What follows belongs to an exercise in optimizing a design on an open flow for small area, a short achievable clock period and few clock cycles; a production flow would make more cautious choices.
No functional check of the RTL was part of any run shown here.
Power is estimated from default activity; no workload was simulated.

--- constraint.sdc ---
create_clock -name core_clock -period 4.4 [get_ports {clk}]
set_input_delay 0.8800 -clock core_clock [delete_from_list [all_inputs] [get_ports {clk}]]
set_output_delay 0.8800 -clock core_clock [all_outputs]
set_load 0.01 [all_outputs]
--- design.v ---
package buffet_pkg;
    localparam int DATA_W = 32;
    localparam int ADDR_W = 4;
    localparam int DEPTH = 16;
    localparam int SB_DEPTH = 4;
    typedef logic [DATA_W-1:0] data_t;
    typedef logic [ADDR_W-1:0] idx_t;
    typedef logic [ADDR_W:0] count_t;
    typedef struct packed {
        idx_t offset;
        logic will_update;
        logic is_shrink;
    } read_req_t;
    typedef struct packed {
        logic en;
        idx_t idx;
        data_t data;
    } wr_port_t;
    typedef enum logic {
        RD_IDLE,
        RD_WAIT
    } rd_state_e;
endpackage
`timescale 1ns/1ps
module buffet_window (
    input  logic                clk,
    input  logic                nreset_i,
    input  logic                push_valid_i,
    input  logic                credit_req_i,
    input  logic                shrink_i,
    input  buffet_pkg::idx_t    shrink_amount_i,
    output buffet_pkg::count_t  head_o,
    output buffet_pkg::count_t  tail_o,
    output logic                credit_valid_o,
    output buffet_pkg::count_t  credit_o
);
    buffet_pkg::count_t head_q;
    buffet_pkg::count_t tail_q;
    always_ff @(posedge clk or negedge nreset_i) begin
        if (!nreset_i) begin
            head_q <= '0;
            tail_q <= '0;
        end else begin
            if (push_valid_i) begin
                tail_q <= tail_q + 1'b1;
            end
            if (shrink_i) begin
                head_q <= head_q + buffet_pkg::count_t'(shrink_amount_i);
            end
        end
    end
    assign head_o = head_q;
    assign tail_o = tail_q;
    always_ff @(posedge clk or negedge nreset_i) begin
        if (!nreset_i) begin
            credit_valid_o <= 1'b0;
        end else begin
            credit_valid_o <= credit_req_i;
        end
    end
    always_ff @(posedge clk) begin
        credit_o <= buffet_pkg::count_t'(buffet_pkg::DEPTH) - (tail_q - head_q);
    end
endmodule
`timescale 1ns/1ps
module buffet_update_tracker (
    input  logic                 clk,
    input  logic                 nreset_i,
    input  logic                 update_valid_i,
    input  buffet_pkg::idx_t     update_offset_i,
    input  buffet_pkg::data_t    update_data_i,
    input  buffet_pkg::idx_t     head_i,
    input  buffet_pkg::wr_port_t push_wr_i,
    input  logic                 alloc_i,
    input  buffet_pkg::idx_t     alloc_idx_i,
    output logic [1:0]           wu_v_o,
    output buffet_pkg::idx_t     wu_idx0_o,
    output buffet_pkg::idx_t     wu_idx1_o,
    output logic [1:0]           wu_done_o,
    output logic                 wu_room_o,
    output logic [1:0]           ub_v_o,
    output buffet_pkg::idx_t     ub_idx0_o,
    output buffet_pkg::idx_t     ub_idx1_o,
    output logic [1:0]           ub_retire_o,
    output buffet_pkg::wr_port_t ram_wr_o
);
    logic [1:0] wu_v_q;
    buffet_pkg::idx_t wu_idx_q [2];
    logic [1:0] wu_done;
    logic [1:0] wu_alloc;
    logic [1:0] ub_v_q;
    buffet_pkg::idx_t ub_idx_q [2];
    buffet_pkg::data_t ub_data_q [2];
    buffet_pkg::idx_t upd_idx;
    logic [1:0] ub_ins;
    logic [1:0] ub_wr;
    logic [1:0] ub_drop;
    logic [1:0] ub_retire;
    assign upd_idx = head_i + update_offset_i;
    assign ub_ins[0] = update_valid_i && !ub_v_q[0];
    assign ub_ins[1] = update_valid_i && ub_v_q[0] && !ub_v_q[1];
    assign ub_wr[0] = ub_v_q[0] && !push_wr_i.en;
    assign ub_wr[1] = ub_v_q[1] && !ub_v_q[0] && !push_wr_i.en;
    always_comb begin
        for (int s = 0; s < 2; s++) begin
            ub_drop[s] = ub_v_q[s] && push_wr_i.en && (ub_idx_q[s] == push_wr_i.idx);
        end
    end
    assign ub_retire = ub_wr | ub_drop;
    always_ff @(posedge clk or negedge nreset_i) begin
        if (!nreset_i) begin
            ub_v_q <= '0;
        end else begin
            ub_v_q <= (ub_v_q & ~ub_retire) | ub_ins;
        end
    end
    always_ff @(posedge clk) begin
        for (int s = 0; s < 2; s++) begin
            if (ub_ins[s]) begin
                ub_idx_q[s] <= upd_idx;
                ub_data_q[s] <= update_data_i;
            end
        end
    end
    always_comb begin
        for (int k = 0; k < 2; k++) begin
            wu_done[k] = wu_v_q[k] &&
                         ((ub_retire[0] && ub_idx_q[0] == wu_idx_q[k]) ||
                          (ub_retire[1] && ub_idx_q[1] == wu_idx_q[k]));
        end
    end
    assign wu_room_o = !(wu_v_q[0] && wu_v_q[1]);
    assign wu_alloc[0] = alloc_i && !wu_v_q[0];
    assign wu_alloc[1] = alloc_i && wu_v_q[0] && !wu_v_q[1];
    always_ff @(posedge clk or negedge nreset_i) begin
        if (!nreset_i) begin
            wu_v_q <= '0;
        end else begin
            wu_v_q <= (wu_v_q & ~wu_done) | wu_alloc;
        end
    end
    always_ff @(posedge clk) begin
        for (int k = 0; k < 2; k++) begin
            if (wu_alloc[k]) begin
                wu_idx_q[k] <= alloc_idx_i;
            end
        end
    end
    assign wu_v_o = wu_v_q;
    assign wu_idx0_o = wu_idx_q[0];
    assign wu_idx1_o = wu_idx_q[1];
    assign wu_done_o = wu_done;
    assign ub_v_o = ub_v_q;
    assign ub_idx0_o = ub_idx_q[0];
    assign ub_idx1_o = ub_idx_q[1];
    assign ub_retire_o = ub_retire;
    always_comb begin
        if (push_wr_i.en) begin
            ram_wr_o = push_wr_i;
        end else begin
            ram_wr_o.en = |ub_v_q;
            ram_wr_o.idx = ub_v_q[0] ? ub_idx_q[0] : ub_idx_q[1];
            ram_wr_o.data = ub_v_q[0] ? ub_data_q[0] : ub_data_q[1];
        end
    end
endmodule
`timescale 1ns/1ps
module buffet_read_ctrl #(
    parameter int QD = 3
) (
    input  logic                  clk,
    input  logic                  nreset_i,
    input  logic                  read_valid_i,
    input  buffet_pkg::read_req_t read_req_i,
    input  logic                  read_data_ready_i,
    input  buffet_pkg::count_t    head_i,
    input  buffet_pkg::count_t    tail_i,
    input  logic                  push_valid_i,
    input  logic [1:0]            wu_v_i,
    input  buffet_pkg::idx_t      wu_idx0_i,
    input  buffet_pkg::idx_t      wu_idx1_i,
    input  logic [1:0]            wu_done_i,
    input  logic                  wu_room_i,
    input  logic [1:0]            ub_v_i,
    input  buffet_pkg::idx_t      ub_idx0_i,
    input  buffet_pkg::idx_t      ub_idx1_i,
    input  logic [1:0]            ub_retire_i,
    input  buffet_pkg::data_t     ram_wr_data_i,
    output logic                  read_ready_o,
    output logic                  shrink_o,
    output buffet_pkg::idx_t      shrink_amount_o,
    output logic                  alloc_o,
    output buffet_pkg::idx_t      ram_rd_idx_o,
    input  buffet_pkg::data_t     ram_rd_data_i,
    output logic                  read_data_valid_o,
    output buffet_pkg::data_t     read_data_o
);
    localparam int AW = buffet_pkg::ADDR_W;
    logic [QD-1:0][AW:0] q_pos_q;
    logic [QD-1:0] q_wu_q;
    logic [QD-1:0] q_pd_q;
    logic [QD-1:0] q_nx_q;
    logic [QD-1:0] q_blk_q;
    logic [QD-1:0] q_v_q;
    logic ready_q;
    logic accept;
    logic enq;
    logic issue;
    logic byp_push;
    logic ub_hit;
    logic [QD:0][AW:0] e_pos;
    logic [QD:0] e_wu;
    logic [QD:0] e_pd;
    logic [QD:0] e_nx;
    logic [QD:0] e_blk_held;
    logic [QD:0] e_blk_gone;
    logic [QD:0] valid_ext;
    logic [QD-1:0] valid_prev;
    logic [QD-1:0][AW:0] pos_a;
    logic [QD-1:0][AW:0] pos_b;
    logic [QD-1:0] wu_a, wu_b, pd_a, pd_b, nx_a, nx_b, blk_a, blk_b;
    logic [QD-1:0] v_a;
    logic [QD-1:0] v_b;
    buffet_pkg::count_t tail_inc;
    buffet_pkg::count_t occ;
    buffet_pkg::count_t occ_inc;
    buffet_pkg::count_t off;
    buffet_pkg::idx_t rel_wu0;
    buffet_pkg::idx_t rel_wu1;
    buffet_pkg::idx_t rel_ub0;
    buffet_pkg::idx_t rel_ub1;
    buffet_pkg::idx_t rel_pos0;
    assign read_ready_o = ready_q;
    assign accept = read_valid_i && ready_q;
    assign enq = accept && !read_req_i.is_shrink;
    assign shrink_o = accept && read_req_i.is_shrink;
    assign shrink_amount_o = read_req_i.offset;
    assign byp_push = push_valid_i && q_nx_q[0];
    assign ub_hit = !push_valid_i &&
                    ((ub_v_i[0] && ub_idx0_i == q_pos_q[0][AW-1:0]) ||
                     (!ub_v_i[0] && ub_v_i[1] && ub_idx1_i == q_pos_q[0][AW-1:0]));
    assign issue = q_v_q[0] && (q_pd_q[0] || byp_push) && (!q_blk_q[0] || ub_hit) &&
                   read_data_ready_i && (!q_wu_q[0] || wu_room_i);
    assign alloc_o = issue && q_wu_q[0];
    assign ram_rd_idx_o = q_pos_q[0][AW-1:0];
    assign tail_inc = tail_i + 1'b1;
    always_comb begin
        logic retire_hit;
        for (int i = 0; i < QD; i++) begin
            e_pos[i] = q_pos_q[i];
            e_wu[i] = q_wu_q[i];
            e_pd[i] = q_pd_q[i] || (push_valid_i && q_nx_q[i]);
            e_nx[i] = push_valid_i ? (q_pos_q[i] == tail_inc) : q_nx_q[i];
            retire_hit = (ub_retire_i[0] && ub_idx0_i == q_pos_q[i][AW-1:0]) ||
                         (ub_retire_i[1] && ub_idx1_i == q_pos_q[i][AW-1:0]);
            e_blk_held[i] = q_blk_q[i] && !retire_hit;
            e_blk_gone[i] = e_blk_held[i] ||
                            (q_wu_q[0] && q_pos_q[0][AW-1:0] == q_pos_q[i][AW-1:0]);
        end
    end
    assign occ = tail_i - head_i;
    assign occ_inc = occ + 1'b1;
    assign off = buffet_pkg::count_t'(read_req_i.offset);
    assign rel_wu0 = wu_idx0_i - head_i[AW-1:0];
    assign rel_wu1 = wu_idx1_i - head_i[AW-1:0];
    assign rel_ub0 = ub_idx0_i - head_i[AW-1:0];
    assign rel_ub1 = ub_idx1_i - head_i[AW-1:0];
    assign rel_pos0 = q_pos_q[0][AW-1:0] - head_i[AW-1:0];
    always_comb begin
        e_pos[QD] = head_i + off;
        e_wu[QD] = read_req_i.will_update;
        e_pd[QD] = (off < occ) || (push_valid_i && off == occ);
        e_nx[QD] = push_valid_i ? (off == occ_inc) : (off == occ);
        e_blk_held[QD] = (wu_v_i[0] && !wu_done_i[0] && rel_wu0 == read_req_i.offset) ||
                         (wu_v_i[1] && !wu_done_i[1] && rel_wu1 == read_req_i.offset);
        e_blk_gone[QD] = e_blk_held[QD] || (q_wu_q[0] && rel_pos0 == read_req_i.offset);
    end
    assign valid_ext = {1'b0, q_v_q};
    assign valid_prev = {q_v_q[QD-2:0], 1'b1};
    always_comb begin
        for (int i = 0; i < QD; i++) begin
            v_b[i] = q_v_q[i] || (enq && valid_prev[i]);
            pos_b[i] = q_v_q[i] ? e_pos[i] : e_pos[QD];
            wu_b[i] = q_v_q[i] ? e_wu[i] : e_wu[QD];
            pd_b[i] = q_v_q[i] ? e_pd[i] : e_pd[QD];
            nx_b[i] = q_v_q[i] ? e_nx[i] : e_nx[QD];
            blk_b[i] = q_v_q[i] ? e_blk_held[i] : e_blk_held[QD];
            v_a[i] = valid_ext[i+1] || (enq && q_v_q[i]);
            pos_a[i] = valid_ext[i+1] ? e_pos[i+1] : e_pos[QD];
            wu_a[i] = valid_ext[i+1] ? e_wu[i+1] : e_wu[QD];
            pd_a[i] = valid_ext[i+1] ? e_pd[i+1] : e_pd[QD];
            nx_a[i] = valid_ext[i+1] ? e_nx[i+1] : e_nx[QD];
            blk_a[i] = valid_ext[i+1] ? e_blk_gone[i+1] : e_blk_gone[QD];
        end
    end
    always_ff @(posedge clk or negedge nreset_i) begin
        if (!nreset_i) begin
            q_v_q <= '0;
            ready_q <= 1'b1;
        end else if (issue) begin
            q_v_q <= v_a;
            ready_q <= !v_a[QD-1];
        end else begin
            q_v_q <= v_b;
            ready_q <= !v_b[QD-1];
        end
    end
    always_ff @(posedge clk) begin
        if (issue) begin
            q_pos_q <= pos_a;
            q_wu_q <= wu_a;
            q_pd_q <= pd_a;
            q_nx_q <= nx_a;
            q_blk_q <= blk_a;
        end else begin
            q_pos_q <= pos_b;
            q_wu_q <= wu_b;
            q_pd_q <= pd_b;
            q_nx_q <= nx_b;
            q_blk_q <= blk_b;
        end
    end
    always_ff @(posedge clk or negedge nreset_i) begin
        if (!nreset_i) begin
            read_data_valid_o <= 1'b0;
        end else begin
            read_data_valid_o <= issue;
        end
    end
    always_ff @(posedge clk) begin
        if (byp_push || ub_hit) begin
            read_data_o <= ram_wr_data_i;
        end else begin
            read_data_o <= ram_rd_data_i;
        end
    end
endmodule
`timescale 1ns/1ps
module buffet_data_ram (
    input  logic                 clk,
    input  buffet_pkg::wr_port_t wr_i,
    input  buffet_pkg::idx_t     rd_idx_i,
    output buffet_pkg::data_t    rd_data_o
);
    buffet_pkg::data_t mem [buffet_pkg::DEPTH];
    always_ff @(posedge clk) begin
        if (wr_i.en) begin
            mem[wr_i.idx] <= wr_i.data;
        end
    end
    assign rd_data_o = mem[rd_idx_i];
endmodule
`timescale 1ns/1ps
module buffet_top (
    input  logic                  clk,
    input  logic                  nreset_i,
    input  logic                  push_valid_i,
    input  buffet_pkg::data_t     push_data_i,
    input  logic                  credit_req_i,
    output logic                  credit_valid_o,
    output buffet_pkg::count_t    credit_o,
    input  logic                  read_valid_i,
    input  buffet_pkg::read_req_t read_req_i,
    output logic                  read_ready_o,
    output logic                  read_data_valid_o,
    output buffet_pkg::data_t     read_data_o,
    input  logic                  read_data_ready_i,
    input  logic                  update_valid_i,
    input  buffet_pkg::idx_t      update_offset_i,
    input  buffet_pkg::data_t     update_data_i
);
    buffet_pkg::count_t head;
    buffet_pkg::count_t tail;
    logic shrink;
    buffet_pkg::idx_t shrink_amount;
    logic alloc;
    logic [1:0] wu_v;
    buffet_pkg::idx_t wu_idx0;
    buffet_pkg::idx_t wu_idx1;
    logic [1:0] wu_done;
    logic wu_room;
    logic [1:0] ub_v;
    buffet_pkg::idx_t ub_idx0;
    buffet_pkg::idx_t ub_idx1;
    logic [1:0] ub_retire;
    buffet_pkg::idx_t ram_rd_idx;
    buffet_pkg::data_t ram_rd_data;
    buffet_pkg::wr_port_t push_wr;
    buffet_pkg::wr_port_t ram_wr;
    buffet_window u_window (
        .clk             (clk),
        .nreset_i        (nreset_i),
        .push_valid_i    (push_valid_i),
        .credit_req_i    (credit_req_i),
        .shrink_i        (shrink),
        .shrink_amount_i (shrink_amount),
        .head_o          (head),
        .tail_o          (tail),
        .credit_valid_o  (credit_valid_o),
        .credit_o        (credit_o)
    );
    always_comb begin
        push_wr.en = push_valid_i;
        push_wr.idx = tail[buffet_pkg::ADDR_W-1:0];
        push_wr.data = push_data_i;
    end
    buffet_update_tracker u_tracker (
        .clk             (clk),
        .nreset_i        (nreset_i),
        .update_valid_i  (update_valid_i),
        .update_offset_i (update_offset_i),
        .update_data_i   (update_data_i),
        .head_i          (head[buffet_pkg::ADDR_W-1:0]),
        .push_wr_i       (push_wr),
        .alloc_i         (alloc),
        .alloc_idx_i     (ram_rd_idx),
        .wu_v_o          (wu_v),
        .wu_idx0_o       (wu_idx0),
        .wu_idx1_o       (wu_idx1),
        .wu_done_o       (wu_done),
        .wu_room_o       (wu_room),
        .ub_v_o          (ub_v),
        .ub_idx0_o       (ub_idx0),
        .ub_idx1_o       (ub_idx1),
        .ub_retire_o     (ub_retire),
        .ram_wr_o        (ram_wr)
    );
    buffet_read_ctrl u_read_ctrl (
        .clk               (clk),
        .nreset_i          (nreset_i),
        .read_valid_i      (read_valid_i),
        .read_req_i        (read_req_i),
        .read_data_ready_i (read_data_ready_i),
        .head_i            (head),
        .tail_i            (tail),
        .push_valid_i      (push_valid_i),
        .wu_v_i            (wu_v),
        .wu_idx0_i         (wu_idx0),
        .wu_idx1_i         (wu_idx1),
        .wu_done_i         (wu_done),
        .wu_room_i         (wu_room),
        .ub_v_i            (ub_v),
        .ub_idx0_i         (ub_idx0),
        .ub_idx1_i         (ub_idx1),
        .ub_retire_i       (ub_retire),
        .ram_wr_data_i     (ram_wr.data),
        .read_ready_o      (read_ready_o),
        .shrink_o          (shrink),
        .shrink_amount_o   (shrink_amount),
        .alloc_o           (alloc),
        .ram_rd_idx_o      (ram_rd_idx),
        .ram_rd_data_i     (ram_rd_data),
        .read_data_valid_o (read_data_valid_o),
        .read_data_o       (read_data_o)
    );
    buffet_data_ram u_ram (
        .clk         (clk),
        .wr_i        (ram_wr),
        .rd_idx_i    (ram_rd_idx),
        .rd_data_o   (ram_rd_data)
    );
endmodule
--- config.mk ---
export PLATFORM = sky130hd
export DESIGN_NAME = buffet_top
export DESIGN_NICKNAME = buffet_top
export VERILOG_FILES = /design/flow/design.v
export SDC_FILE = /design/flow/constraint.sdc
export NUM_CORES = 4
export LEC_CHECK = 0
export ABC_CLOCK_PERIOD_IN_PS = 2200
export CAP_MARGIN = 20
export CORE_MARGIN = 2
export CORE_UTILIZATION = 40
export SETUP_SLACK_MARGIN = 2.1
export SLEW_MARGIN = 20
--- run.sh ---
#!/bin/bash
# synth_recipe.tcl (not shown) runs the flow's synth.tcl, then flattens the netlist and writes it again
# the make line also repeats each setting of config.mk as NAME=value (left out here)
make -C /OpenROAD-flow-scripts/flow DESIGN_CONFIG=/design/flow/config.mk WORK_HOME=/design/flow/orfs CLKGATE_MAP_FILE= SYNTH_SCRIPT=/design/flow/synth_recipe.tcl finish
==> results.py, run 1 <==
metrics = {
    "setup_path": {
        "cp.required_ps": 4850,
        "reg2reg_to": "u_read_ctrl.q_nx_q[0]",
        "r2r_setup_slack_ps": 1360,
        "crit_start": "u_window.tail_q[0]",
        "end_kind": "flip-flop",
        "worst-setup-path-type": "flip-flop to flip-flop",
        "reg2reg_depth": 12,
        "critPathMaxFanout": 4,
        "critPathArrivalTime_ps": 3490,
        "start_kind": "flip-flop",
        "r2r_start": "u_window.tail_q[0]",
    },
    "clocking": {
        "cts_made_buffers": 74,
        "cts-root-buf": "clkbuf_16",
        "insertion_delay_ps": 630,
        "clk_path_buf_depth": 3,
        "clkTransAtPathRegs_ps": 60,
        "htree_levels": 3,
        "numClockSinks": 680,
        "tritoncts": "built",
        "cts_hold_buf": 0,
    },
    "routing": {
        "drtIter0Drc": 1021,
        "drc": 0,
        "wl_um": 66200,
        "vias_per_cell": 5.37,
        "post_drt_wl_per_cell_um": 24.3,
        "antenna_left": 0,
        "vias": 14600,
        "dr.pass1.iters": 5,
    },
    "logic_synthesis": {
        "async_flop_share_pct": 2.94,
        "synth_edf_count": 599,
        "synth_flop_cell": "edfxtp_1",
        "syn_nets": 1585,
        "syn_avg_cell_area_um2": 18.9,
        "synth_warnings": 8,
        "ys_seq_area_share_pct": 70.9,
        "syn_inst": 1471,
        "ys_seq_elements": 680,
        "netlist_area_um2": 27800,
        "ys_types": 64,
    },
    "layout": {
        "nNetsFinal": 1847,
        "antennaDiodeCount": 0,
        "mostFrequentLayoutCells": "edfxtp_1 (599), mux4_2 (160), buf_4 (109)",
        "final_common_cell": "edfxtp_1",
        "post-route-util_pct": 50.2,
        "area_growth_pct": 24.2,
        "final-seq-area_um2": 19700,
        "fill_cells": 5585,
        "multiInputGateArea_um2": 8120,
        "drive_gt1_share_pct": 32.1,
    },
    "floorplan": {
        "die_width_um": 268,
        "row_count": 96,
        "core_um2": 68700,
        "die_h_um": 268,
        "ios": 121,
        "start_util_pct": 40.5,
        "dieArea_um2": 71600,
    },
    "timing": {
        "slew_violations": 0,
        "setup_tns_ps": 0,
        "tightest_slew_ps": 1030,
        "holdWs_ps": 496,
        "final-hold-violation-count": 0,
        "fin_crit_ps": 3040,
        "relSlewSlack_pct": 30.8,
        "fin_crit_sh_pct": 69.1,
        "setup_violations": 0,
        "fmax_mhz": 329,
        "rsz0062_at_grt": "yes",
        "fin_skew_ps": 25.8,
    },
    "grt": {
        "grt_use_total_pct": 18.8,
        "grt_pass1_vias": 15500,
        "grt.overflow.total": 0,
        "antenna_found_initial": 0,
        "grt_start_max_net_pins": 49,
        "grt_pass1_wl_um": 98900,
    },
    "pwr": {
        "finalPower_w": 0.0252,
        "powerDensity_nw_per_um2": 730,
        "peakVddDrop_mv": 0.776,
        "p_leak_nw": 11.7,
    },
    "min_path": {
        "min_to": "u_read_ctrl.q_wu_q[2]",
        "min-delay-start": "u_read_ctrl.q_wu_q[2]",
        "hp-class": "flip-flop to flip-flop",
        "min_path_cells": 1,
    },
    "place": {
        "globalplace.congestion": 0.853,
        "io_buffers": 120,
        "dp_hpwl_um": 37300,
    },
    "flow_run": {
        "maxCapViolCount": 0,
    },
    "outcome": {
        "status": "no timing/DRC/antenna violations",
    },
}
[flip-flops by register name (all words and copies together) (netlist names), 8 cells and up, named ones only]
signal	flops
u_ram.mem	512
u_tracker.ub_data_q	64
u_read_ctrl.read_data_o	32
u_read_ctrl.q_pos_q	15
u_tracker.ub_idx_q	8
u_tracker.wu_idx_q	8
[per-layer routing]
| layer | part of all wire [%] | vias to the layer above | track usage [%] |
|---|---|---|---|
| met3 | 4.9 | 99 | 3.26 |
| li1 | - | 6387 | - |
| met2 | 50 | 384 | 31.5 |
| met4 | 2.2 | 0 | 5.07 |
| met1 | 43 | 7773 | 25.5 |
| met5 | 0 | - | 0 |
[worst max-delay path, cell delays in order, from the launching register on]
cell,delay (ps)
dfrtp_1,390
buf_8,140
inv_4,50
ha_4,120
inv_2,40
fa_2,590
inv_2,60
ha_4,210
xor2_1,140
or4_1,480
and4bb_2,360
o32ai_2,90
a22oi_1,200
[worst max path at each step]
stage                                       end  slack, ps  cells after the start
final                     u_read_ctrl.q_nx_q[0]       1360                     12
after floorplan           u_read_ctrl.q_nx_q[0]       1510                     12
after global placement                flip-flop       1090                      9
after global routing      u_read_ctrl.q_pd_q[0]       1280                     15
after CTS                 u_read_ctrl.q_nx_q[0]       1370                     12
after detailed placement              flip-flop        960                      9
[timing repair]
item	CTS	global route
setup endpoints to repair	696	143
pin swaps	35	18
cloned	1	2
gates resized for setup	101	20
buffers inserted	79	6
[cell families after synthesis]
family	count (synthesis)	share of synthesized area (%)
compound gates	130	3.01
buf+inv	118	1.99
flops	680	70.9
fa+ha+maj	33	1.65
simple gates	151	2.52
mux	243	16.2
xor+xnor	116	3.73
[final cells by class]
type	count	share of cell area, %
Tap cell	931	3.38
Sequential cell	680	57.2
Multi-Input combinational cell	673	23.5
Inverter	32	0.402
Timing Repair Buffer	272	8.13
Clock buffer	97	5.91
Clock inverter	40	1.49
[stage by stage]
step | instance area [um^2] | worst slack (ps) | instances
after floorplan | 28200 | 1510 | 1471
after global placement | 30800 | 1090 | 2500
after detailed placement | 30800 | 961 | 2500
after CTS | 34300 | 1370 | 2717
after global routing | 34500 | 1280 | 2725
final | 34500 | 1360 | 2725
[synth_stat cells (3+ instances only)]
cell      count  area [um^2]
a211oi_1      5         37.5
a21o_1        6         45.0
a21oi_1      23          115
a31oi_1       6         37.5
buf_1         9         33.8
buf_2        17         85.1
buf_4        15          113
buf_6         4         45.0
clkbuf_1     41          154
dfrtp_1      19          475
dfxtp_1      61         1220
edfxtp_1    599        18000
fa_1          6          120
ha_1         27          338
inv_1        31          116
mux2_2       41          462
mux2_4        3         45.0
mux2i_1      39          390
mux4_2      160         3600
nand2_1      64          240
nand2b_1      5         31.3
nand3_1      11         55.1
nand4_1      14         87.6
nor2_1       30          113
nor2b_1       4         25.0
nor3_1        9         45.0
nor4_1        3         18.8
o211ai_1      3         22.5
o21a_1        6         45.0
o21ai_0      51          255
o221ai_1      4         35.0
o22ai_1       5         31.3
xnor2_1      75          657
xor2_1       39          342
[report_power, final]
part           switching [W]  total [W]  internal, W
registers           0.000838    0.00939      0.00856
clock network        0.00257    0.00640      0.00384
logic                0.00467    0.00939      0.00472
==> run 2, diff against run 1 <==
==> flow/run.sh (new file) <==
#!/bin/bash
# The standard layout, with sizing free to change a cell's footprint
# and buf_4 cells as the port buffers. make's output goes to make.log;
# each ORFS step keeps its own log under orfs/logs
set -euo pipefail
bash standard.sh MATCH_CELL_FOOTPRINT=0 "BUFFER_PORTS_ARGS=-buffer_cell sky130_fd_sc_hd__buf_4" finish > make.log 2>&1
==> standard.sh (new file) <==
#!/bin/bash
# synth_recipe.tcl (not shown) runs the flow's synth.tcl, then flattens the netlist and writes it again
# the make line also repeats each setting of config.mk as NAME=value (left out here)
make -C /OpenROAD-flow-scripts/flow DESIGN_CONFIG=/design/flow/config.mk WORK_HOME=/design/flow/orfs CLKGATE_MAP_FILE= SYNTH_SCRIPT=/design/flow/synth_recipe.tcl "${@:-finish}"
removed: run.sh
==> run 2 against run 1 <==
Critical path depth decreased by 1. Utilization decreased by 0.50 points. Largest cell class unchanged. Still clean. Via count decreased by 0.49%. Maximum frequency increased by 2.6%. Critical endpoint unchanged. Global-route usage decreased by 0.28 points.
==> results.py, run 2 <==
metrics = {
    "outcome": {
        "status": "no timing/DRC/antenna violations",
    },
    "grt": {
        "grt_start_max_net_pins": 43,
        "antenna_found_initial": 0,
        "grt_pass1_vias": 15100,
        "grt_use_total_pct": 18.5,
        "grt_pass1_wl_um": 97100,
        "grt.overflow.total": 0,
    },
    "logic_synthesis": {
        "ys_seq_area_share_pct": 70.9,
        "synth_flop_cell": "edfxtp_1",
        "synth_most_common_cell": "edfxtp_1",
        "ys_types": 64,
        "synth_edf_count": 599,
        "async_flop_share_pct": 2.94,
        "synth_warnings": 8,
        "yosysTopAreaCell": "edfxtp_1",
        "yosys-top-cells-area": "edfxtp_1 (65%), mux4_2 (13%), dfxtp_1 (4.4%), xnor2_1 (2.4%), dfrtp_1 (1.7%)",
        "syn_avg_cell_area_um2": 18.9,
        "synth_top_area_share_pct": 64.7,
        "synthTopCellsByCount": "edfxtp_1 (599), mux4_2 (160), xnor2_1 (75)",
        "netlist_area_um2": 27800,
        "syn_inst": 1471,
        "syn_nets": 1585,
        "ys_seq_elements": 680,
    },
    "layout": {
        "drive_gt1_share_pct": 39.2,
        "area_growth_pct": 22.9,
        "reg.largest.list": "u_ram.mem: 512 flops, u_tracker.ub_data_q: 64 flops, u_read_ctrl.read_data_o: 32 flops",
        "nNetsFinal": 1862,
        "largest_reg_flops": 512,
        "fin_cells": 2740,
        "mostFrequentLayoutCells": "edfxtp_1 (599), buf_4 (253), mux4_2 (160)",
        "largest_register": "u_ram.mem",
        "antennaDiodeCount": 0,
        "final_common_cell": "edfxtp_1",
    },
    "pwr": {
        "p_leak_nw": 11.7,
        "pwr-share-comb_pct": 37.3,
        "internal_power_w": 0.0170,
        "seqPwrFrac_pct": 37.4,
        "peakVddDrop_mv": 0.659,
        "p_clk_share_pct": 25.2,
        "powerDensity_nw_per_um2": 731,
        "p_sw_w": 0.00798,
        "sw_frac_of_total_pct": 31.9,
    },
    "timing": {
        "fin_crit_sh_pct": 67.3,
        "fin_skew_ps": 20.8,
        "relSlewSlack_pct": 48.4,
        "setup_tns_ps": 0,
        "fmax_mhz": 338,
        "fin_crit_ps": 2960,
        "tightest_slew_ps": 774,
        "slew_violations": 0,
        "setup_violations": 0,
        "rsz0062_at_grt": "yes",
        "final-hold-violation-count": 0,
    },
    "routing": {
        "dr.pass1.iters": 6,
        "drtIter0Drc": 1025,
        "antenna_left": 0,
        "vias": 14600,
        "vias_per_cell": 5.32,
        "drc": 0,
        "post_drt_wl_per_cell_um": 24.0,
        "wl_um": 65800,
    },
    "floorplan": {
        "die_width_um": 268,
        "row_count": 96,
        "core_um2": 68700,
        "ios": 121,
        "dieArea_um2": 71600,
        "die_h_um": 268,
        "start_util_pct": 40.5,
    },
    "clocking": {
        "htree_levels": 3,
        "tritoncts": "built",
        "cts-root-buf": "clkbuf_16",
        "cts_hold_buf": 0,
        "numClockSinks": 680,
        "clk_path_buf_depth": 3,
        "cts_made_buffers": 75,
        "insertion_delay_ps": 630,
        "clkTransAtPathRegs_ps": 60,
    },
    "flow_run": {
        "maxCapViolCount": 0,
    },
    "setup_path": {
        "crit_family": "adder cells",
        "critPathMaxFanout": 3,
        "critical_path.cell_chain": "inv_2, ha_4, inv_2, fa_2, inv_2, ha_4, xor2_1, or4_1, and4bb_2, o32ai_4, a22oi_2",
        "reg2reg_to": "u_read_ctrl.q_nx_q[0]",
        "worst-setup-path-type": "flip-flop to flip-flop",
        "cp_common_cell": "inv_2",
        "crit_cells": 11,
        "r2r_setup_slack_ps": 1440,
        "critPathArrivalTime_ps": 3430,
        "start_kind": "flip-flop",
        "end_kind": "flip-flop",
        "r2r_start": "u_window.tail_q[0]",
        "slowest_stage": "fa_2",
        "cp.required_ps": 4870,
        "reg2reg_depth": 11,
        "critPathMaxStageDelay_ps": 580,
        "critPathBufInv": 3,
    },
    "place": {
        "globalplace.congestion": 0.805,
        "dp_hpwl_um": 37900,
        "io_buffers": 120,
        "dp.cells": 2500,
    },
    "min_path": {
        "hp-class": "input pin to async pin",
    },
}
run 2: cell types whose count changed in the layout (fill, tap and decap cells not counted), sizes merged, moves of 2 or more:
cell,before,now
clkdlybuf4s15,2,0
clkdlybuf4s50,76,0
clkinvlp,5,3
clkinv,24,28
dlygate4sd2,41,0
buf,150,283
run 2: per-layer routing:
layer	share of wire [%]	vias up	routed length, um	global-route usage (%)
met3	5.5	92	3600	3.28
met2	50	441	33100	31.0
li1	-	6412	-	-
met5	0	-	0	0
met4	2.3	0	1510	5.98
met1	42	7626	27600	24.7
run 2: cell type report:
type                    instances  area [um^2]
fillers                      5636        34500
flip-flops and latches        680        19700
multi-input cells             673         8150
repair buffers                286         2500
clock buffers                  97         2000
well taps                     931         1160
clock inverters                41          487
inverters                      32          139
run 2: logic make-up (layout without fill, tap and decap cells):
logic type / Yosys count / after routing / synth area share [%]
flip-flops: 680 / 680 / 70.9
multiplexers: 243 / 243 / 16.2
AND/OR/NAND/NOR: 151 / 151 / 2.52
AO/OA/AOI/OAI: 130 / 130 / 3.01
buffers and inverters: 118 / 456 / 1.99
XOR/XNOR: 116 / 116 / 3.73
adder cells (fa/ha/maj): 33 / 33 / 1.65
run 2: power groups by stage:
stage / registers (W) / clock network (W) / logic (W)
floorplan: 0.00905 / 0 / 0.00620
global placement: 0.00969 / 0 / 0.00788
detailed placement: 0.00971 / 0 / 0.00799
CTS: 0.00940 / 0.00645 / 0.00895
global route: 0.00946 / 0.00669 / 0.0101
finish: 0.00935 / 0.00631 / 0.00933
run 2: worst max-delay path by stage:
stage | startpoint | to | slack (ps)
floorplan | u_window.tail_q[0] | u_read_ctrl.q_nx_q[0] | 1510
global placement | push_valid_i | u_ram.mem[2][13] | 1150
detailed placement | u_window.head_q[1] | u_read_ctrl.q_nx_q[0] | 1080
CTS | u_window.tail_q[0] | u_read_ctrl.q_nx_q[0] | 1470
global route | u_window.tail_q[0] | u_read_ctrl.q_nx_q[0] | 1370
finish | u_window.tail_q[0] | u_read_ctrl.q_nx_q[0] | 1440
run 2: timing repair:
item / CTS / global route
pin swaps: 20 / 11
cloned: 1 / 3
endpoints found under the setup margin: 612 / 422
hold endpoints to repair: 0 / 0
gates resized for setup: 53 / 42
buffers inserted: 52 / 46
run 2: per-stage QoR:
stage	hold WS (ps)	worst slack, ps	total power (W)	util, %	area [um^2]
after floorplan	446	1510	0.0153	-	28300
after global placement	475	1150	0.0176	44.3	30400
after detailed placement	481	1080	0.0177	44.3	30400
after CTS	129	1470	0.0248	48.9	33600
after global routing	153	1370	0.0262	49.7	34200
final	151	1440	0.0250	49.7	34200
==> run 3, diff against run 2 <==
==> flow/run.sh (replaced) <==
#!/bin/bash
# The standard layout, with three changes to how it is made: adders
# are left to ABC as plain gates (no full/half adder cells), sizing may
# change a cell's footprint, and the port buffers are buf_4 cells.
# make's output goes to make.log; each ORFS step keeps its own log under
# orfs/logs
set -euo pipefail
bash standard.sh ADDER_MAP_FILE= MATCH_CELL_FOOTPRINT=0 \
    "BUFFER_PORTS_ARGS=-buffer_cell sky130_fd_sc_hd__buf_4" finish > make.log 2>&1
==> run 3 against run 2 <==
Area after synthesis is 0.89% higher. Cell count is 2.6% higher. Combinational power hardly changed. Non-clock buffer count is 1 lower. Register-to-register slack better by 520 ps. Die area is 0.88% higher. Global-route usage is 0.70 points higher. Hold slack worse by 0.62 ps. Critical path depth is 3 lower. Setup slack better by 520 ps. Largest cell class unchanged.
==> results.py, run 3 <==
metrics = {
    "floorplan": {
        "row_count": 97,
        "start_util_pct": 40.3,
        "core_um2": 69700,
        "die_h_um": 269,
        "dieArea_um2": 72200,
        "die_width_um": 269,
        "ios": 121,
    },
    "layout": {
        "post-route-util_pct": 50.0,
        "antennaDiodeCount": 0,
        "largest_reg_flops": 512,
        "mostFrequentLayoutCells": "edfxtp_1 (599), buf_4 (227), mux4_2 (160)",
        "drive_gt1_share_pct": 39.9,
        "area_growth_pct": 24.2,
        "reg.largest.list": "u_ram.mem: 512 flops, u_tracker.ub_data_q: 64 flops, u_read_ctrl.read_data_o: 32 flops",
        "nNetsFinal": 1893,
        "largest_register": "u_ram.mem",
        "final_common_cell": "edfxtp_1",
    },
    "logic_synthesis": {
        "synth_flop_cell": "edfxtp_1",
        "synth_most_common_cell": "edfxtp_1",
        "ys_seq_area_share_pct": 70.3,
        "yosys-top-cells-area": "edfxtp_1 (64%), mux4_2 (13%), dfxtp_1 (4.4%), xnor2_1 (2.4%), dfrtp_1 (1.7%)",
        "syn_avg_cell_area_um2": 18.1,
        "synth_warnings": 8,
        "async_flop_share_pct": 2.94,
        "synthTopCellsByCount": "edfxtp_1 (599), mux4_2 (160), nand2_1 (87)",
        "synth_edf_count": 599,
        "synth_top_area_share_pct": 64.1,
        "syn_nets": 1629,
        "yosysTopAreaCell": "edfxtp_1",
        "ys_types": 78,
        "netlist_area_um2": 28000,
        "ys_seq_elements": 680,
        "syn_inst": 1548,
    },
    "setup_path": {
        "worst-setup-path-type": "flip-flop to flip-flop",
        "crit_end": "u_read_ctrl.q_nx_q[0]",
        "critPathArrivalTime_ps": 2810,
        "cp.required_ps": 4770,
        "critPathMaxFanout": 8,
        "critical_path.cell_chain": "and2b_2, o211ai_4, nand3_4, a21o_1, a32o_2, a2bb2oi_4, o221ai_2, a31o_1",
        "end_kind": "flip-flop",
        "slowest_stage": "dfrtp_4",
        "start_kind": "flip-flop",
        "critPathMaxStageDelay_ps": 570,
        "r2r_setup_slack_ps": 1960,
        "crit_start": "u_window.tail_q[1]",
        "r2r_start": "u_window.tail_q[1]",
        "reg2reg_depth": 8,
        "reg2reg_to": "u_read_ctrl.q_nx_q[0]",
    },
    "timing": {
        "fin_skew_ps": 34.7,
        "rsz0062_at_grt": "yes",
        "fin_crit_ps": 2440,
        "fin_crit_sh_pct": 55.4,
        "setup_violations": 0,
        "holdWs_ps": 150,
        "slew_violations": 0,
        "relSlewSlack_pct": 26.1,
        "tightest_slew_ps": 1100,
        "final-hold-violation-count": 0,
        "fmax_mhz": 410,
        "worst_slack_ps": 1960,
        "setup_tns_ps": 0,
    },
    "pwr": {
        "finalPower_w": 0.0252,
        "powerDensity_nw_per_um2": 723,
        "p_leak_nw": 11.9,
        "peakVddDrop_mv": 0.503,
    },
    "place": {
        "preCtsSetupSlack_ps": 1000,
        "globalplace.congestion": 0.822,
        "io_buffers": 120,
        "dp_hpwl_um": 37600,
    },
    "clocking": {
        "clk_path_buf_depth": 3,
        "numClockSinks": 680,
        "htree_levels": 3,
        "cts-root-buf": "clkbuf_16",
        "cts_made_buffers": 75,
        "clkTransAtPathRegs_ps": 60,
        "cts_hold_buf": 0,
        "insertion_delay_ps": 620,
        "tritoncts": "built",
    },
    "min_path": {
        "hp-class": "input pin to async pin",
    },
    "routing": {
        "dr.pass1.iters": 5,
        "drc": 0,
        "post_drt_wl_per_cell_um": 24.6,
        "vias_per_cell": 5.45,
        "vias": 15300,
        "drtIter0Drc": 1320,
        "antenna_left": 0,
        "wl_um": 69300,
    },
    "grt": {
        "grt_start_max_net_pins": 49,
        "antenna_found_initial": 0,
        "grt.overflow.total": 0,
        "grt_pass1_wl_um": 101000,
        "grt_pass1_vias": 15700,
        "grt_use_total_pct": 19.2,
    },
    "outcome": {
        "status": "no timing/DRC/antenna violations",
    },
    "flow_run": {
        "maxCapViolCount": 0,
    },
}
==> run 3: changes by cell type after synthesis, sizes merged, moves of 9 or more <==
cell | previous run | this run
ha | 27 | 0
nor2 | 30 | 55
nand2 | 65 | 88
inv | 32 | 13
clkbuf | 41 | 53
nand2b | 5 | 17
xor2 | 40 | 28
maj3 | 0 | 9
==> run 3: kinds of logic (layout without fill, tap and decap cells) <==
group | Yosys count | in the layout | share of synthesized area, %
flip-flops | 680 | 680 | 70.3
multiplexers | 249 | 249 | 16.3
AND/OR/NAND/NOR | 233 | 235 | 4.03
AO/OA/AOI/OAI | 153 | 153 | 3.62
buffers and inverters | 114 | 436 | 1.80
XOR/XNOR | 110 | 110 | 3.65
adder cells (fa/ha/maj) | 9 | 9 | 0.339
==> run 3: worst max-delay path, delay by kind of cell (launching register included) <==
family	cells	cell delay (ps)
compound gates	6	1210
flops	1	570
simple gates	2	410
==> run 3: per-layer routing <==
layer	track usage, %	routed length (um)	share of wire [%]
met1	26.3	29800	43
met2	32.0	34600	50
met3	2.96	3480	5.0
met4	5.54	1390	2.0
met5	0	0	0
==> run 3: metrics by stage <==
step | std cells | cell area, um^2
after global routing | 2812 | 34800
after detailed placement | 2565 | 30700
after floorplan | 1548 | 28500
after global placement | 2565 | 30700
after CTS | 2780 | 34300
final | 2812 | 34800
==> run 3: repair_timing <==
action,in CTS,in global routing
pin swaps,19,20
setup endpoints to repair,1016,205
buffers inserted,75,30
gates cloned,3,1
gates resized for setup,90,53
==> run 3: cell type report <==
type	count	area [um^2]
Clock buffer	97	2070
Clock inverter	40	432
Multi-Input combinational cell	756	8650
Sequential cell	680	19700
Timing Repair Buffer	285	2680
Fill cell	5673	34800
Inverter	14	68.8
Tap cell	940	1180
==> run 3: worst min-delay path by stage <==
stage                      startpoint                       end  slack (ps)  depth (start not counted)
2_1_floorplan  u_read_ctrl.q_pos_q[0]  u_tracker.wu_idx_q[0][0]         440                          0
3_3_place_gp    u_read_ctrl.q_wu_q[2]     u_read_ctrl.q_wu_q[2]         470                          1
3_5_place_dp    u_read_ctrl.q_wu_q[2]     u_read_ctrl.q_wu_q[2]         480                          1
4_1_cts                      nreset_i   u_window.credit_valid_o         130                          1
5_1_grt                      nreset_i        u_window.tail_q[3]         150                          1
6_report                     nreset_i        u_window.head_q[4]         150                          1
==> run 3: power breakdown <==
| part | switching, W | internal (W) | leakage, nW |
|---|---|---|---|
| registers | 0.00100 | 0.00858 | 6.22 |
| clock network | 0.00256 | 0.00375 | 1.23 |
| logic | 0.00458 | 0.00472 | 4.44 |
| total | 0.00814 | 0.0171 | 11.9 |
==> run 4, diff against run 3 <==
--- a/design.v
+++ b/design.v
@@ -343,8 +343,10 @@
     output buffet_pkg::data_t    rd_data_o
 );
-    buffet_pkg::data_t mem [buffet_pkg::DEPTH];
+    logic [buffet_pkg::DEPTH-1:0][buffet_pkg::DATA_W-1:0] mem;
     always_ff @(posedge clk) begin
-        if (wr_i.en) begin
-            mem[wr_i.idx] <= wr_i.data;
+        for (int r = 0; r < buffet_pkg::DEPTH; r++) begin
+            if (wr_i.en && wr_i.idx == buffet_pkg::idx_t'(r)) begin
+                mem[r] <= wr_i.data;
+            end
         end
     end
==> run 4 against run 3 <==
Still clean. Utilization up 0.91 points. Clock skew down 11 ps. Routed wire length up 3.9%. Area after synthesis down 1.3%. Critical path type unchanged. Critical endpoint unchanged. Largest power group is now combinational cells. Highest routed layer unchanged.
==> results.py, run 4 <==
metrics = {
    "routing": {
        "antenna_left": 0,
        "drtIter0Drc": 1245,
        "vias_per_cell": 5.44,
        "post_drt_wl_per_cell_um": 25.6,
        "vias": 15300,
        "dr.pass1.iters": 7,
        "drc": 0,
        "wl_um": 72000,
    },
    "logic_synthesis": {
        "synthTopCellsByCount": "edfxtp_1 (599), mux4_2 (160), nand2_1 (83)",
        "ys_types": 63,
        "syn_nets": 1611,
        "yosys-top-cells-area": "edfxtp_1 (65%), mux4_2 (13%), dfxtp_1 (4.1%), xnor2_1 (2.1%), dfrtp_1 (1.7%)",
        "ys_seq_elements": 676,
        "yosys.area_share.xor_xnor_pct": 3.64,
        "synth_top_family_by_area": "multiplexers",
        "syn_inst": 1530,
        "netlist_area_um2": 27700,
        "synth_most_common_cell": "edfxtp_1",
        "synthMuxAreaShare_pct": 16.2,
        "synthAdderAreaFrac_pct": 0.303,
        "async_flop_share_pct": 2.96,
        "synth_top_area_share_pct": 65.0,
        "synth_compound_area_share_pct": 3.40,
        "ys_seq_area_share_pct": 70.9,
        "syn_avg_cell_area_um2": 18.1,
        "synth_edf_count": 599,
        "synth_simple_gate_area_share_pct": 3.93,
        "synth_flop_cell": "edfxtp_1",
        "synth_warnings": 8,
        "yosysTopAreaCell": "edfxtp_1",
    },
    "pwr": {
        "p_leak_nw": 12.1,
        "powerDensity_nw_per_um2": 745,
        "peakVddDrop_mv": 0.579,
    },
    "timing": {
        "worst_slack_ps": 1780,
        "setup_tns_ps": 0,
        "holdWs_ps": 180,
        "relSlewSlack_pct": 38.1,
        "slew_violations": 0,
        "fin_crit_sh_pct": 59.4,
        "setup_violations": 0,
        "final-hold-violation-count": 0,
        "fmax_mhz": 382,
        "fin_skew_ps": 24.2,
        "fin_crit_ps": 2620,
        "rsz0062_at_grt": "yes",
        "tightest_slew_ps": 929,
    },
    "place": {
        "io_buffers": 120,
        "dp_hpwl_um": 36600,
        "globalplace.congestion": 0.804,
        "placed_area_um2": 30200,
        "preCtsSetupSlack_ps": 960,
    },
    "setup_path": {
        "critPathBufInv": 1,
        "worst-setup-path-type": "flip-flop to flip-flop",
        "critPathArrivalTime_ps": 2960,
        "critical_path.cell_chain": "buf_12, xor2_2, nor4_2, a22o_1, nand2b_1, a21o_4, or3_1, o22ai_2, a211oi_2",
        "critPathMaxStageDelay_ps": 430,
        "critPathMaxFanout": 5,
        "crit_family": "simple AND/OR/NAND/NOR gates",
        "cp.required_ps": 4740,
        "slowest_stage": "edfxtp_1",
        "end_kind": "flip-flop",
        "start_kind": "flip-flop",
    },
    "clocking": {
        "insertion_delay_ps": 610,
        "tritoncts": "built",
        "cts_hold_buf": 0,
        "clkTransAtPathRegs_ps": 60,
        "cts_made_buffers": 73,
        "numClockSinks": 676,
        "htree_levels": 3,
        "clk_path_buf_depth": 3,
        "cts-root-buf": "clkbuf_16",
    },
    "layout": {
        "mostFrequentLayoutCells": "edfxtp_1 (599), buf_4 (225), mux4_2 (160)",
        "final_common_cell": "edfxtp_1",
        "stdcell_area_um2": 34900,
        "reg.largest.list": "u_ram.mem: 512 flops, u_tracker.ub_data_q: 64 flops, u_read_ctrl.read_data_o: 32 flops",
        "drive_gt1_share_pct": 39.6,
        "post-route-util_pct": 50.9,
        "largest_reg_flops": 512,
        "largest_register": "u_ram.mem",
        "area_growth_pct": 26.2,
        "nNetsFinal": 1900,
    },
    "floorplan": {
        "dieArea_um2": 71300,
        "row_count": 96,
        "die_width_um": 267,
        "core_um2": 68600,
        "ios": 121,
        "die_h_um": 267,
        "start_util_pct": 40.3,
    },
    "grt": {
        "grt_pass1_wl_um": 103000,
        "antenna_found_initial": 1,
        "grt_use_total_pct": 19.9,
        "grt.overflow.total": 0,
        "grt_pass1_vias": 15700,
        "grt_start_max_net_pins": 42,
    },
    "flow_run": {
        "maxCapViolCount": 0,
    },
    "outcome": {
        "status": "no timing/DRC/antenna violations",
    },
    "min_path": {
        "hp-class": "input pin to async pin",
    },
}
run 4: cell types whose count changed after synthesis, sizes merged, moves of 4 or more:
cell	change
nand2	-5
o21ai	+5
dfxtp	-4
clkbuf	+27
a32o	-4
buf	-25
xor2	+8
o21a	-4
mux2	-8
nand2b	-5
xnor2	-13
nand4	-6
run 4: final timing paths:
check / start / end / slack (ps) / cells after the start
min: nreset_i / u_window.credit_valid_o / 180 / 1
max in group asynchronous: nreset_i / u_tracker.ub_v_q[0] / 3920 / 1
max reg2reg: u_read_ctrl.q_pos_q[3] / u_read_ctrl.q_nx_q[0] / 1780 / 9
min reg2reg: u_read_ctrl.q_wu_q[2] / u_read_ctrl.q_wu_q[2] / 490 / 1
min in group core_clock: credit_req_i / u_window.credit_valid_o / 380 / 1
max: u_read_ctrl.q_pos_q[3] / u_read_ctrl.q_nx_q[0] / 1780 / 9
run 4: logic make-up after synthesis:
family / Yosys count
buffers and inverters: 116
xor gates and xnor gates: 106
and+or+nand+nor: 227
muxes: 243
adders and majority gates: 8
AOI/OAI and AO/OA: 154
DFF: 676
run 4: repair_timing:
action / in CTS / in global routing
gates resized for setup: 127 / 120
endpoints found under the setup margin: 907 / 425
cloned: 16 / 14
setup buffers: 82 / 19
pin swaps: 42 / 27
run 4: stage by stage:
| stage | power (W) | instances |
|---|---|---|
| detailed placement | 0.0178 | 2544 |
| global placement | 0.0176 | 2544 |
| finish | 0.0260 | 2807 |
| global route | 0.0272 | 2807 |
| floorplan | 0.0151 | 1530 |
| CTS | 0.0251 | 2773 |
run 4: layout make-up:
class                      instances  area [um^2]
tap                              931         1160
sequential                       676        19600
multi-input combinational        740         8360
clock buffer                     102         2030
fill                            5494        33700
timing repair buffer             314         3370
antenna                            1         2.50
clock inverter                    29          279
inverter                          14         60.1
run 4: power by group:
part / total (W) / switching, W / internal [W]
sequential: 0.00941 / 0.000750 / 0.00866
clock: 0.00592 / 0.00245 / 0.00347
combinational: 0.0107 / 0.00531 / 0.00537
run 4: routing by layer:
metal,up-vias,share of wire [%],global-route usage [%],wire (um)
met5,-,0,0,0
met4,0,1.4,4.48,1040
met3,93,5.9,3.36,4280
met2,478,51,33.8,36500
met1,8038,42,26.8,30100
li1,6666,-,-,-
run 4: worst register-to-register path, cell delays in order (launching register included):
cell	delay (ps)
edfxtp_1	430
buf_12	160
xor2_2	170
nor4_2	330
a22o_1	270
nand2b_1	130
a21o_4	300
or3_1	380
o22ai_2	140
a211oi_2	60
==> run 5, diff against run 4 <==
==> run.sh (new file) <==
#!/bin/bash
# synth_recipe.tcl (not shown) runs the flow's synth.tcl, then flattens the netlist and writes it again
# the make line also repeats each setting of config.mk as NAME=value (left out here)
make -C /OpenROAD-flow-scripts/flow DESIGN_CONFIG=/design/flow/config.mk WORK_HOME=/design/flow/orfs CLKGATE_MAP_FILE= SYNTH_SCRIPT=/design/flow/synth_recipe.tcl finish
removed: flow/run.sh
removed: standard.sh
==> run 5 against run 4 <==
Still clean. Clock skew about the same. Area after synthesis down 0.30%. Hold slack better by 330 ps. Global-route usage about the same. Design area up 2.5%. Critical path depth up 2. Critical endpoint unchanged. Largest cell class unchanged.
==> results.py, run 5 <==
metrics = {
    "logic_synthesis": {
        "yosys-top-cells-area": "edfxtp_1 (65%), mux4_2 (13%), dfxtp_1 (4.1%), xnor2_1 (2.1%), dfrtp_1 (1.7%)",
        "ys_seq_elements": 676,
        "ys_seq_area_share_pct": 71.2,
        "syn_nets": 1580,
        "synth_compound_area_share_pct": 2.74,
        "synth_edf_count": 599,
        "synth_top_family_by_area": "multiplexers",
        "syn_inst": 1466,
        "synth_most_common_cell": "edfxtp_1",
        "synthAdderAreaFrac_pct": 1.66,
        "async_flop_share_pct": 2.96,
        "yosysTopAreaCell": "edfxtp_1",
        "ys_types": 63,
        "netlist_area_um2": 27600,
        "syn_avg_cell_area_um2": 18.8,
        "synth_top_area_share_pct": 65.2,
        "synthMuxAreaShare_pct": 16.1,
        "synth_flop_cell": "edfxtp_1",
        "synth_warnings": 8,
        "synth_simple_gate_area_share_pct": 2.88,
        "synthTopCellsByCount": "edfxtp_1 (599), mux4_2 (160), xnor2_1 (65)",
        "yosys.area_share.xor_xnor_pct": 3.58,
    },
    "setup_path": {
        "critPathArrivalTime_ps": 3510,
        "critPathMaxFanout": 4,
        "cp.required_ps": 4840,
        "end_kind": "flip-flop",
        "worst-setup-path-type": "flip-flop to flip-flop",
        "start_kind": "flip-flop",
        "reg2reg_depth": 11,
        "r2r_setup_slack_ps": 1330,
    },
    "clocking": {
        "htree_levels": 3,
        "numClockSinks": 676,
        "tritoncts": "built",
        "cts-root-buf": "clkbuf_16",
        "clk_path_buf_depth": 3,
        "cts_made_buffers": 73,
        "insertion_delay_ps": 620,
        "clkTransAtPathRegs_ps": 60,
    },
    "place": {
        "globalplace.congestion": 0.804,
        "preCtsSetupSlack_ps": 920,
        "dp_hpwl_um": 37200,
        "io_buffers": 120,
    },
    "flow_run": {
        "maxCapViolCount": 0,
    },
    "layout": {
        "final-seq-area_um2": 19600,
        "reg.largest.list": "u_ram.mem: 512 flops, u_tracker.ub_data_q: 64 flops, u_read_ctrl.read_data_o: 32 flops",
        "final_common_cell": "edfxtp_1",
        "multiInputGateArea_um2": 8260,
        "area_growth_pct": 29.8,
        "nNetsFinal": 1916,
        "largest_register": "u_ram.mem",
        "mostFrequentLayoutCells": "edfxtp_1 (599), mux4_2 (160), buf_4 (110)",
        "fill_cells": 5300,
        "drive_gt1_share_pct": 35.4,
        "largest_reg_flops": 512,
    },
    "floorplan": {
        "dieArea_um2": 71100,
        "row_count": 96,
        "start_util_pct": 40.3,
        "ios": 121,
        "die_h_um": 267,
        "core_um2": 68500,
        "die_width_um": 267,
    },
    "grt": {
        "grt.overflow.total": 0,
        "grt_start_max_net_pins": 40,
        "antenna_found_initial": 2,
        "grt_pass1_wl_um": 103000,
        "grt_use_total_pct": 19.9,
        "grt_pass1_vias": 15800,
    },
    "timing": {
        "fin_crit_sh_pct": 69.7,
        "fmax_mhz": 326,
        "fin_crit_ps": 3070,
        "tightest_slew_ps": 980,
        "final-hold-violation-count": 0,
        "worst_slack_ps": 1330,
        "relSlewSlack_pct": 34.3,
        "slew_violations": 0,
        "setup_tns_ps": 0,
        "setup_violations": 0,
        "rsz0062_at_grt": "yes",
        "fin_skew_ps": 24.5,
    },
    "pwr": {
        "peakVddDrop_mv": 0.471,
        "p_sw_w": 0.00883,
        "p_leak_nw": 12.5,
        "sw_frac_of_total_pct": 32.4,
        "seqPwrFrac_pct": 34.3,
        "p_clk_share_pct": 22.9,
        "internal_power_w": 0.0184,
        "pwr-share-comb_pct": 42.8,
        "powerDensity_nw_per_um2": 761,
    },
    "min_path": {
        "min_path_cells": 2,
        "hp-class": "flip-flop to flip-flop",
    },
    "routing": {
        "drc": 0,
        "dr.pass1.iters": 5,
        "vias": 15300,
        "wl_um": 72200,
        "antenna_left": 0,
        "vias_per_cell": 5.57,
        "drtIter0Drc": 1231,
        "post_drt_wl_per_cell_um": 26.3,
    },
    "outcome": {
        "status": "no timing/DRC/antenna violations",
    },
}
[run 5: cell count changes in the layout (fill, tap and decap cells not counted), sizes merged, moves of 11 or more]
cell	delta
buf	-85
nand2	-21
o21ai	-13
nor2	-24
clkdlybuf4s50	+76
clkbuf	-14
inv	+13
xor2	+11
ha	+27
dlygate4sd2	+41
[run 5: layout make-up]
class,count,area share [%]
antenna,1,0.00699
clock buffer,94,5.41
clock inverter,41,1.43
inverter,30,0.350
multi-input combinational,675,23.1
sequential,676,54.9
tap,882,3.08
timing repair buffer,346,11.8
[run 5: cell families after synthesis]
family,after synthesis
and+or+nand+nor,168
DFF,676
AOI/OAI and AO/OA,122
adders and majority gates,33
buffers and inverters,116
muxes,239
xor gates and xnor gates,112
[run 5: timing repair]
action,4_1_cts,5_1_grt
setup buffers,103,28
pin swaps,25,13
resized for setup,197,110
setup endpoints to repair,760,420
cloned,22,13
hold buffers,0,0
[run 5: metrics by stage]
stage	power, W	utilization, %	hold slack, ps	instance area (um^2)	cells
floorplan	0.0152	-	439	27800	1466
finish	0.0272	52.3	510	35800	2745
global placement	0.0178	44.2	474	30300	2442
detailed placement	0.0179	44.2	481	30300	2443
CTS	0.0265	50.8	507	34800	2703
global route	0.0284	52.3	532	35800	2744
[run 5: path summary, 6_finish.rpt]
check	from	to
worst min-delay path	u_read_ctrl.q_pd_q[2]	u_read_ctrl.q_pd_q[2]
worst max-delay path	u_window.tail_q[0]	u_read_ctrl.q_nx_q[0]
min in group asynchronous	nreset_i	u_window.head_q[1]
max in group asynchronous	nreset_i	u_tracker.ub_v_q[0]
worst max register to register	u_window.tail_q[0]	u_read_ctrl.q_nx_q[0]
worst min register to register	u_read_ctrl.q_pd_q[2]	u_read_ctrl.q_pd_q[2]
[run 5: critical path: stages (launching register included)]
cell and delay [ps]:
dfrtp_1 430, inv_1 90, ha_2 180, inv_2 40, fa_2 550, inv_2 60, ha_4 210, xor2_1 140
or4_4 510, a2111oi_4 340, o31ai_2 130, a22oi_1 220
[run 5: metal layers]
metal / vias up / wire, um / global-route usage [%] / part of all wire (%)
li1: 6528 / - / - / -
met2: 555 / 35400 / 32.4 / 49
met4: 2 / 1730 / 5.94 / 2.4
met3: 125 / 4330 / 3.66 / 6.0
met5: - / 13 / 0 / 0.018
met1: 8091 / 30700 / 27.2 / 42
[run 5: power by group through the flow]
stage | clock network [W] | logic [W] | registers (W)
2_1_floorplan | 0 | 0.00601 | 0.00916
4_1_cts | 0.00636 | 0.0108 | 0.00931
6_report | 0.00623 | 0.0117 | 0.00935
3_5_place_dp | 0 | 0.00836 | 0.00958
3_3_place_gp | 0 | 0.00823 | 0.00954
5_1_grt | 0.00660 | 0.0124 | 0.00945

-- what the ideal ports hide --
The flow's constraints put no driver on any port. The routed layouts listed below were extracted and timed again, unchanged, in two steps.
Step 1 assumes that a clkbuf_16 drives the clock port and a buf_2 every other input.
Step 2 also shifts input and output timing later by t, the mid clock arrival at the registers, as if the neighbouring blocks saw the same clock.
Slacks: ideal ports / drivers / drivers and shift; pairs: ideal ports / drivers.
run	t (ns)	slack for setup (ns)	worst hold slack (ns)	worst slew at a driven data input, ns
run 1	0.678	1.361 / 1.361 / 1.229	0.496 / 0.496 / 0.496	0.13
run 2	0.681	1.438 / 1.438 / 1.266	0.151 / 0.113 / 0.496	0.08
run 3	0.667	1.961 / 1.961 / 1.418	0.150 / 0.108 / 0.530	0.06
run 4	0.657	1.784 / 1.784 / 1.474	0.180 / 0.144 / 0.490	0.06
run 5	0.660	1.333 / 1.333 / 1.197	0.510 / 0.510 / 0.510	0.06
After both steps every run listed still meets setup and hold. For run 3, which loses most, drivers alone change the setup slack by 0.000 ns; drivers and shift together by -0.543 ns.
